What follows belongs to an exercise in optimizing a design on an open flow for small area, a short achievable clock period and few clock cycles per item; a production flow would make more cautious choices. Where RTL was checked, it was by simulation tests only, not by an equivalence proof against the original.

// feistel_sbox_cipher_integral_sum
module feistel_sbox_cipher_integral_sum #(
  parameter int ROUND_COUNT = fsc_pkg::ROUND_COUNT_DEF,
  parameter logic [8:0] CUTS = 9'b1_0101_0101
) (
  input  wire logic                              clk,
  input  wire logic                              rst_n,
  input  wire logic                              cfg_wr_en,
  input  wire logic [fsc_pkg::CFG_INDEX_W-1:0]   cfg_index,
  input  wire logic [fsc_pkg::CFG_DATA_W-1:0]    cfg_wdata,
  input  wire logic                              in_valid,
  output logic                                   in_stall,
  input  wire logic [fsc_pkg::HALF_W-1:0]        in_plain_left,
  input  wire logic [fsc_pkg::HALF_W-1:0]        in_plain_right,
  input  wire logic                              in_first_of_set,
  input  wire logic                              in_last_of_set,
  output logic                                   out_valid,
  input  wire logic                              out_stall,
  output logic [fsc_pkg::HALF_W-1:0]             out_cipher_left,
  output logic [fsc_pkg::HALF_W-1:0]             out_cipher_right,
  output logic [fsc_pkg::HALF_W-1:0]             out_xor_sum_left_out,
  output logic [fsc_pkg::HALF_W-1:0]             out_xor_sum_right_out,
  output logic [fsc_pkg::HALF_W-1:0]             out_sticky_left_out,
  output logic [fsc_pkg::HALF_W-1:0]             out_sticky_right_out
);
clock: 5.0 ns
lec_check: 0
abc_area: 1
cap_margin: 20
core_margin: 2
core_utilization: 40
cts_buf_list: sky130_fd_sc_hd__clkbuf_8
cts_cluster_diameter: 60
cts_cluster_size: 12
setup_slack_margin: 2.6
slew_margin: 20
tns_end_percent: 5
standard.sh (not shown) runs the stock make flow with config.mk's settings and CLKGATE_MAP_FILE= SYNTH_SCRIPT=/design/flow/synth_recipe.tcl, a recipe that flattens the netlist after the stock synthesis.
==> flow/flow/run.sh <==
#!/bin/bash
# Own layout flow: the standard layout (standard.sh), unchanged except that the
# port buffers buffer_ports inserts are sky130_fd_sc_hd__buf_2 cells. Each tool's
# output goes to a log file in this folder; ORFS's per-step logs stay under orfs/logs.
set -euo pipefail
bash standard.sh synth > make_synth.log 2>&1
bash standard.sh "BUFFER_PORTS_ARGS=-buffer_cell sky130_fd_sc_hd__buf_2" finish > make_layout.log 2>&1
The starting point ran to the end with no violations.
Rerun with:
--- a/flow/config.mk
+++ b/flow/config.mk
@@ -15,3 +15,2 @@
 export SETUP_SLACK_MARGIN = 2.6
 export SLEW_MARGIN = 20
-export TNS_END_PERCENT = 5
Outcome:
- The new run finished with timing, DRC and antenna clean
- final cell count increases by 0.65%
- die area is unchanged
- synthesized cell count stays the same
- fmax increases by 8.1%
No run of this note included a check of the RTL's function; only the layout flow was run.

========
maple:
feistel_sbox_cipher_integral_sum, a different RTL version from the one above (not shown whole).
For scale: roughly 3100 cells after synthesis, about 200 I/O pins, roughly 0.027 mm² of cells after synthesis.
Settings: LEC_CHECK=0, ABC_AREA=1, CAP_MARGIN=20, CORE_MARGIN=2, CORE_UTILIZATION=40, SETUP_SLACK_MARGIN=2.4, SLEW_MARGIN=20; clock period 5.0 ns.
run.sh (not shown) runs the stock make flow with config.mk's settings and CLKGATE_MAP_FILE= SYNTH_SCRIPT=/design/flow/synth_recipe.tcl, a recipe that flattens the netlist after the stock synthesis.
Stock flow here: none of the scripts above is used.
#### Input delta (pepper over maple)
Settings: removing SETUP_SLACK_MARGIN (formerly 2.4).
Findings:
Side by side, count of clock-buffer cells in the layout turned out higher in pepper than in maple.
pepper vs. maple: area of all placed cells without fillers went down by 1.9%.
[compare] base=maple new=pepper: arrival time of data at the critical path endpoint rose 1.79 ns; sequential cell area in the final layout ~0 delta; synthesized area held; area used by multi-input combinational logic shows a reduction of about 1.9%.
NOTE number of nets in the layout maple->pepper decreased slightly
Worst setup path endpoint = out_xor_sum_right_out[2]: maple; worst setup path endpoint = u_accum.sk_r[3]: pepper
Looking at cell depth of the worst setup path across pepper and maple, the one that comes out lower is maple.
Function was not checked in any run of this note: the RTL went through the layout flow alone.

========
feistel_sbox_cipher_integral_sum, a different RTL version from the one above (not shown whole).
Size in the first run: about 3100 cells after synthesis, ~460 flip-flops, ~27000 um2 of cells after synthesis.
Settings: LEC_CHECK=0, ABC_AREA=1, CAP_MARGIN=20, CORE_MARGIN=2, CORE_UTILIZATION=40, CTS_BUF_LIST=sky130_fd_sc_hd__clkbuf_8, CTS_CLUSTER_DIAMETER=60, CTS_CLUSTER_SIZE=12, PLACE_DENSITY=0.8, SETUP_SLACK_MARGIN=2.6, SLEW_MARGIN=20; clock period 5.0 ns.
standard.sh (not shown) runs the stock make flow with config.mk's settings and CLKGATE_MAP_FILE= SYNTH_SCRIPT=/design/flow/synth_recipe.tcl, a recipe that flattens the netlist after the stock synthesis.
Scripts as last shown in full above: flow/flow/run.sh
The first run went through all stages and came out clean.
Testbench counts at the start, summed over its fixed seeds: cycles 9,648, items 9,600.
Change:
--- a/flow/config.mk
+++ b/flow/config.mk
@@ -7,3 +7,3 @@
 export LEC_CHECK = 0
-export ABC_AREA = 1
+export ABC_AREA = 0
 export CAP_MARGIN = 20
@@ -14,3 +14,2 @@
 export CTS_CLUSTER_SIZE = 12
-export PLACE_DENSITY = 0.8
 export SETUP_SLACK_MARGIN = 2.6
Core utilization came out higher by 7.1 points.
Maximum frequency came out lower by 16%.
Sequential cell count is unchanged.
Critical path depth came out lower by 5.
Final area came out higher by 6.6%.

========
The RTL this note starts from:
==> flow/design.v <==
`default_nettype none
package fsc_pkg;
  localparam int HALF_W          = 16;
  localparam int KEY_BANK_W      = 64;
  localparam int ROUND_COUNT_DEF = 9;
  localparam int CFG_INDEX_W = 2;
  localparam int CFG_DATA_W  = KEY_BANK_W;
  localparam logic [63:0] SBOX = 64'h2174_8fe3_da09_b65c;
  localparam logic [63:0] PERM_DEST = 64'h5ae0_b61c_f287_39d4;
  function automatic logic [3:0] sbox4(input logic [3:0] x);
    logic [3:0] s;
    s[0] = x[3] ? (x[1] ? ~x[0] : ~(x[2]^x[0])) : (x[1] ? x[0] : (x[2]^x[0]));
    s[1] = x[3] ? (x[1] ? ~(x[2]^x[0]) : (~x[2]|x[0])) : (x[1] ? ~(x[2]&x[0]) : 1'b0);
    s[2] = x[3] ? (x[1] ? ~(x[2]|x[0]) : (x[2]|x[0])) : (x[1] ? ~(x[2]^x[0]) : ~x[2]);
    s[3] = x[3] ? (x[1] ? ~x[2] : (~x[2]&x[0])) : (x[1] ? (x[2]|x[0]) : ~x[0]);
    sbox4 = s;
  endfunction
  function automatic logic [HALF_W-1:0] round_fn(input logic [HALF_W-1:0] x);
    logic [HALF_W-1:0] w;
    logic [HALF_W-1:0] z;
    for (int i = 0; i < 4; i++) begin
      w[4*i +: 4] = sbox4(x[4*i +: 4]);
    end
    z = '0;
    for (int i = 0; i < HALF_W; i++) begin
      z[PERM_DEST[4*i +: 4]] = w[HALF_W-1-i];
    end
    round_fn = z;
  endfunction
endpackage
`default_nettype wire
`default_nettype none
module fsc_round_pipe (
  input  wire logic [fsc_pkg::HALF_W-1:0] l_in,
  input  wire logic [fsc_pkg::HALF_W-1:0] t_in,
  input  wire logic [fsc_pkg::HALF_W-1:0] key,
  input  wire logic [fsc_pkg::HALF_W-1:0] key_nxt,
  output logic      [fsc_pkg::HALF_W-1:0] l_out,
  output logic      [fsc_pkg::HALF_W-1:0] t_out
);
  assign l_out = t_in ^ key;
  assign t_out = (l_in ^ key_nxt) ^ fsc_pkg::round_fn(t_in);
endmodule
`default_nettype wire
`default_nettype none
`default_nettype wire
`default_nettype none
module fsc_accum (
  input  wire logic                        clk,
  input  wire logic                        rst_n,
  input  wire logic                        ld_c,
  input  wire logic                        ld_s,
  input  wire logic                        first,
  input  wire logic                        last,
  input  wire logic [fsc_pkg::HALF_W-1:0]  l8,
  input  wire logic [fsc_pkg::HALF_W-1:0]  t9,
  input  wire logic [fsc_pkg::HALF_W-1:0]  key,
  output logic [fsc_pkg::HALF_W-1:0]       out_cipher_left,
  output logic [fsc_pkg::HALF_W-1:0]       out_cipher_right,
  output logic [fsc_pkg::HALF_W-1:0]       out_xor_sum_left_out,
  output logic [fsc_pkg::HALF_W-1:0]       out_xor_sum_right_out,
  output logic [fsc_pkg::HALF_W-1:0]       out_sticky_left_out,
  output logic [fsc_pkg::HALF_W-1:0]       out_sticky_right_out
);
  logic [fsc_pkg::HALF_W-1:0] xs_l, xs_r, sk_l, sk_r, cl, cr;
  logic [fsc_pkg::HALF_W-1:0] r8, f, base_r, xs_l_nxt, xs_r_nxt;
  assign r8       = t9 ^ key;
  assign f        = fsc_pkg::round_fn(t9);
  assign base_r   = (first ? '0 : xs_r) ^ l8;
  assign xs_l_nxt = (first ? '0 : xs_l) ^ r8;
  assign xs_r_nxt = base_r ^ f;
  always_ff @(posedge clk) begin
    if (!rst_n) begin
      xs_l <= '0;
      xs_r <= '0;
      sk_l <= '0;
      sk_r <= '0;
    end else if (ld_s) begin
      xs_l <= xs_l_nxt;
      xs_r <= xs_r_nxt;
      sk_l <= sk_l | ({fsc_pkg::HALF_W{last}} & xs_l_nxt);
      sk_r <= sk_r | ({fsc_pkg::HALF_W{last}} & xs_r_nxt);
    end
  end
  always_ff @(posedge clk) begin
    if (ld_c) begin
      cl <= r8;
      cr <= l8 ^ f;
    end
  end
  assign out_cipher_left       = cl;
  assign out_cipher_right      = cr;
  assign out_xor_sum_left_out  = xs_l;
  assign out_xor_sum_right_out = xs_r;
  assign out_sticky_left_out   = sk_l;
  assign out_sticky_right_out  = sk_r;
endmodule
`default_nettype wire
`default_nettype none
module feistel_sbox_cipher_integral_sum #(
  parameter int ROUND_COUNT = fsc_pkg::ROUND_COUNT_DEF,
  parameter logic [8:0] CUTS = 9'b1_0101_0101
) (
  input  wire logic                              clk,
  input  wire logic                              rst_n,
  input  wire logic                              cfg_wr_en,
  input  wire logic [fsc_pkg::CFG_INDEX_W-1:0]   cfg_index,
  input  wire logic [fsc_pkg::CFG_DATA_W-1:0]    cfg_wdata,
  input  wire logic                              in_valid,
  output logic                                   in_stall,
  input  wire logic [fsc_pkg::HALF_W-1:0]        in_plain_left,
  input  wire logic [fsc_pkg::HALF_W-1:0]        in_plain_right,
  input  wire logic                              in_first_of_set,
  input  wire logic                              in_last_of_set,
  output logic                                   out_valid,
  input  wire logic                              out_stall,
  output logic [fsc_pkg::HALF_W-1:0]             out_cipher_left,
  output logic [fsc_pkg::HALF_W-1:0]             out_cipher_right,
  output logic [fsc_pkg::HALF_W-1:0]             out_xor_sum_left_out,
  output logic [fsc_pkg::HALF_W-1:0]             out_xor_sum_right_out,
  output logic [fsc_pkg::HALF_W-1:0]             out_sticky_left_out,
  output logic [fsc_pkg::HALF_W-1:0]             out_sticky_right_out
);
  localparam int W = fsc_pkg::HALF_W;
  logic [63:0] k14, k58;
  logic [W-1:0] k9;
  logic [W-1:0] subkey [1:9];
  logic [63:0] kd;
  assign kd = cfg_wdata & {64{rst_n}};
  always_ff @(posedge clk) begin
    if (!rst_n || (cfg_wr_en && cfg_index == 2'd0)) k14 <= kd;
    if (!rst_n || (cfg_wr_en && cfg_index == 2'd1)) k58 <= kd;
    if (!rst_n || (cfg_wr_en && cfg_index == 2'd2)) k9  <= kd[W-1:0];
  end
  for (genvar k = 1; k <= 4; k++) begin : g_k14
    assign subkey[k]   = k14[W*(k-1) +: W];
    assign subkey[k+4] = k58[W*(k-1) +: W];
  end
  assign subkey[9]  = k9;
  logic adv;
  logic out_valid_r;
  logic b_v8;
  assign adv = !(out_valid_r && out_stall);
  logic         skid_v;
  logic [W-1:0] skid_l, skid_r;
  logic         skid_f, skid_t;
  logic         stall_q;
  assign in_stall = stall_q;
  always_ff @(posedge clk) begin
    if (!rst_n) begin
      skid_v  <= 1'b0;
      stall_q <= 1'b0;
    end else begin
      skid_v  <= !adv && (skid_v || in_valid);
      stall_q <= !adv && (stall_q || in_valid);
    end
  end
  always_ff @(posedge clk) begin
    if (!skid_v) begin
      skid_l <= in_plain_left;
      skid_r <= in_plain_right;
      skid_f <= in_first_of_set;
      skid_t <= in_last_of_set;
    end
  end
  logic [W-1:0] a_l [0:8];
  logic [W-1:0] a_r [0:8];
  logic         a_f [0:8];
  logic         a_t [0:8];
  logic         a_v [0:8];
  logic [W-1:0] b_l [0:8];
  logic [W-1:0] b_r [0:8];
  logic         b_f [0:8];
  logic         b_t [0:8];
  logic         b_v [0:8];
  assign a_l[0] = skid_v ? skid_l : in_plain_left;
  assign a_r[0] = (skid_v ? skid_r : in_plain_right) ^ subkey[1];
  assign a_f[0] = skid_v ? skid_f : in_first_of_set;
  assign a_t[0] = skid_v ? skid_t : in_last_of_set;
  assign a_v[0] = skid_v || in_valid;
  for (genvar k = 0; k <= 8; k++) begin : g_stage
    if (CUTS[k]) begin : g_reg
      logic [W-1:0] l_q, r_q;
      logic         f_q, t_q, v_q;
      logic         ov_q, en;
      assign en = !(ov_q && out_stall);
      always_ff @(posedge clk) begin
        if (!rst_n) ov_q <= 1'b0;
        else if (en) ov_q <= b_v8;
      end
      always_ff @(posedge clk) begin
        if (en) begin
          l_q <= a_l[k];
          r_q <= a_r[k];
          f_q <= a_f[k];
          t_q <= a_t[k];
        end
      end
      always_ff @(posedge clk) begin
        if (!rst_n) v_q <= 1'b0;
        else if (en) v_q <= a_v[k];
      end
      assign b_l[k] = l_q;
      assign b_r[k] = r_q;
      assign b_f[k] = f_q;
      assign b_t[k] = t_q;
      assign b_v[k] = v_q;
    end else begin : g_wire
      assign b_l[k] = a_l[k];
      assign b_r[k] = a_r[k];
      assign b_f[k] = a_f[k];
      assign b_t[k] = a_t[k];
      assign b_v[k] = a_v[k];
    end
    if (k < 8) begin : g_round
      fsc_round_pipe u_round (
        .l_in    (b_l[k]),
        .t_in    (b_r[k]),
        .key     (subkey[k+1]),
        .key_nxt (subkey[k+2 > 9 ? 9 : k+2]),
        .l_out   (a_l[k+1]),
        .t_out   (a_r[k+1])
      );
      assign a_f[k+1] = b_f[k];
      assign a_t[k+1] = b_t[k];
      assign a_v[k+1] = b_v[k];
    end
  end
  assign b_v8 = b_v[8];
  logic ov_c, ov_s, en_c, en_s;
  assign en_c = !(ov_c && out_stall);
  assign en_s = !(ov_s && out_stall);
  always_ff @(posedge clk) begin
    if (!rst_n) begin
      out_valid_r <= 1'b0;
      ov_c        <= 1'b0;
      ov_s        <= 1'b0;
    end else begin
      if (adv)  out_valid_r <= b_v8;
      if (en_c) ov_c        <= b_v8;
      if (en_s) ov_s        <= b_v8;
    end
  end
  assign out_valid = out_valid_r;
  fsc_accum u_accum (
    .clk                   (clk),
    .rst_n                 (rst_n),
    .ld_c                  (en_c && b_v8),
    .ld_s                  (en_s && b_v8),
    .first                 (b_f[8]),
    .last                  (b_t[8]),
    .l8                    (b_l[8]),
    .t9                    (b_r[8]),
    .key                   (subkey[9]),
    .out_cipher_left       (out_cipher_left),
    .out_cipher_right      (out_cipher_right),
    .out_xor_sum_left_out  (out_xor_sum_left_out),
    .out_xor_sum_right_out (out_xor_sum_right_out),
    .out_sticky_left_out   (out_sticky_left_out),
    .out_sticky_right_out  (out_sticky_right_out)
  );
endmodule
`default_nettype wire
export LEC_CHECK = 0
export ABC_AREA = 1
export CAP_MARGIN = 5
export CORE_MARGIN = 2
export CORE_UTILIZATION = 40
export CTS_BUF_LIST = sky130_fd_sc_hd__clkbuf_8
export CTS_CLUSTER_DIAMETER = 60
export CTS_CLUSTER_SIZE = 12
export PLACE_DENSITY = 0.8
export SETUP_SLACK_MARGIN = 2.6
export SLEW_MARGIN = 5
create_clock -name core_clock -period 5.0 [get_ports {clk}]
Scripts as last shown in full above: flow/flow/run.sh
Testbench counts at the start, summed over its fixed seeds: cycles 9,648, items 9,600.
Edit:
==> flow/flow/run.sh (replaced) <==
#!/bin/bash
# Own layout flow: the standard layout (standard.sh), unchanged except that the
# port buffers buffer_ports inserts are sky130_fd_sc_hd__buf_1 cells. Each tool's
# output goes to a log file in this folder; ORFS's per-step logs stay under orfs/logs.
set -euo pipefail
bash standard.sh synth > make_synth.log 2>&1
bash standard.sh "BUFFER_PORTS_ARGS=-buffer_cell sky130_fd_sc_hd__buf_1" finish > make_layout.log 2>&1
Settings changed: CAP_MARGIN 5 to 20, CTS_BUF_LIST sky130_fd_sc_hd__clkbuf_8 to sky130_fd_sc_hd__clkbuf_4, CTS_CLUSTER_DIAMETER 60 to 40, CTS_CLUSTER_SIZE 12 to 8, PLACE_DENSITY 0.8 to 0.85, SLEW_MARGIN 5 to 20.
Outcome:
- via count came out higher by a few percent
- worst setup slack got worse by 110 ps
- first-iteration DRC count is lower by a few percent
- global-route usage rose by 0.80 points
- clock-buffer cell count grows by 59
- hold slack gets worse by 61 ps
- design area rose slightly
- routed wire length climbs by a few percent
- synthesized area stays the same
Edit:
Settings changed: CTS_BUF_LIST sky130_fd_sc_hd__clkbuf_4 to sky130_fd_sc_hd__clkbuf_8, CTS_CLUSTER_DIAMETER 40 to 60, CTS_CLUSTER_SIZE 8 to 12, PLACE_DENSITY 0.85 to 0.8.
The new run completed with no timing, DRC or antenna violations. Worst setup slack gets better by 64 ps. Global-route usage decreases by 0.35 points. Critical path depth increases by 14. Synthesized cell count is unchanged.

[re-timing with driven ports]
Ports are ideal in the flow. The routed layouts listed here were re-timed in OpenROAD. Step 1: set_driving_cell puts a clkbuf_16 on clk and a buf_2 on each other input, an assumption about the parent block. Step 2, shift: input delay + t, output delay - t, t = (earliest + latest rising clock arrival at the registers) / 2. This alone moves slack from input paths to output paths. a / b / c = ideal ports / drivers / drivers and shift; a / b = the first two.
run | t (ns) | slack for setup (ns) | worst slew at a driven data input, ns | cell pins on the clock port's net
the first run of note 1 | 0.701 | 2.522 / 2.522 / 2.119 | 0.11 | 1
the second run of note 1 | 0.701 | 2.709 / 2.673 / 2.061 | 0.11 | 1
maple | 0.644 | 2.443 / 2.384 / 1.963 | 0.05 | 1
pepper | 0.649 | 2.160 / 2.200 / 1.552 | 0.05 | 1
the first run of note 3 | 0.681 | 2.718 / 2.718 / 2.239 | 0.08 | 1
the second run of note 3 | 0.693 | 2.278 / 2.278 / 2.054 | 0.04 | 1
the first run of note 4 | 0.679 | 2.695 / 2.695 / 2.246 | 0.08 | 1
the second run of note 4 | 0.918 | 2.587 / 2.529 / 1.803 | 0.10 | 1
the third run of note 4 | 0.700 | 2.651 / 2.651 / 2.063 | 0.08 | 1
After both steps every run listed still meets setup and hold. The setup slack of the second run of note 4, which loses most, moves by -0.058 ns with the drivers and by -0.784 ns with both steps.
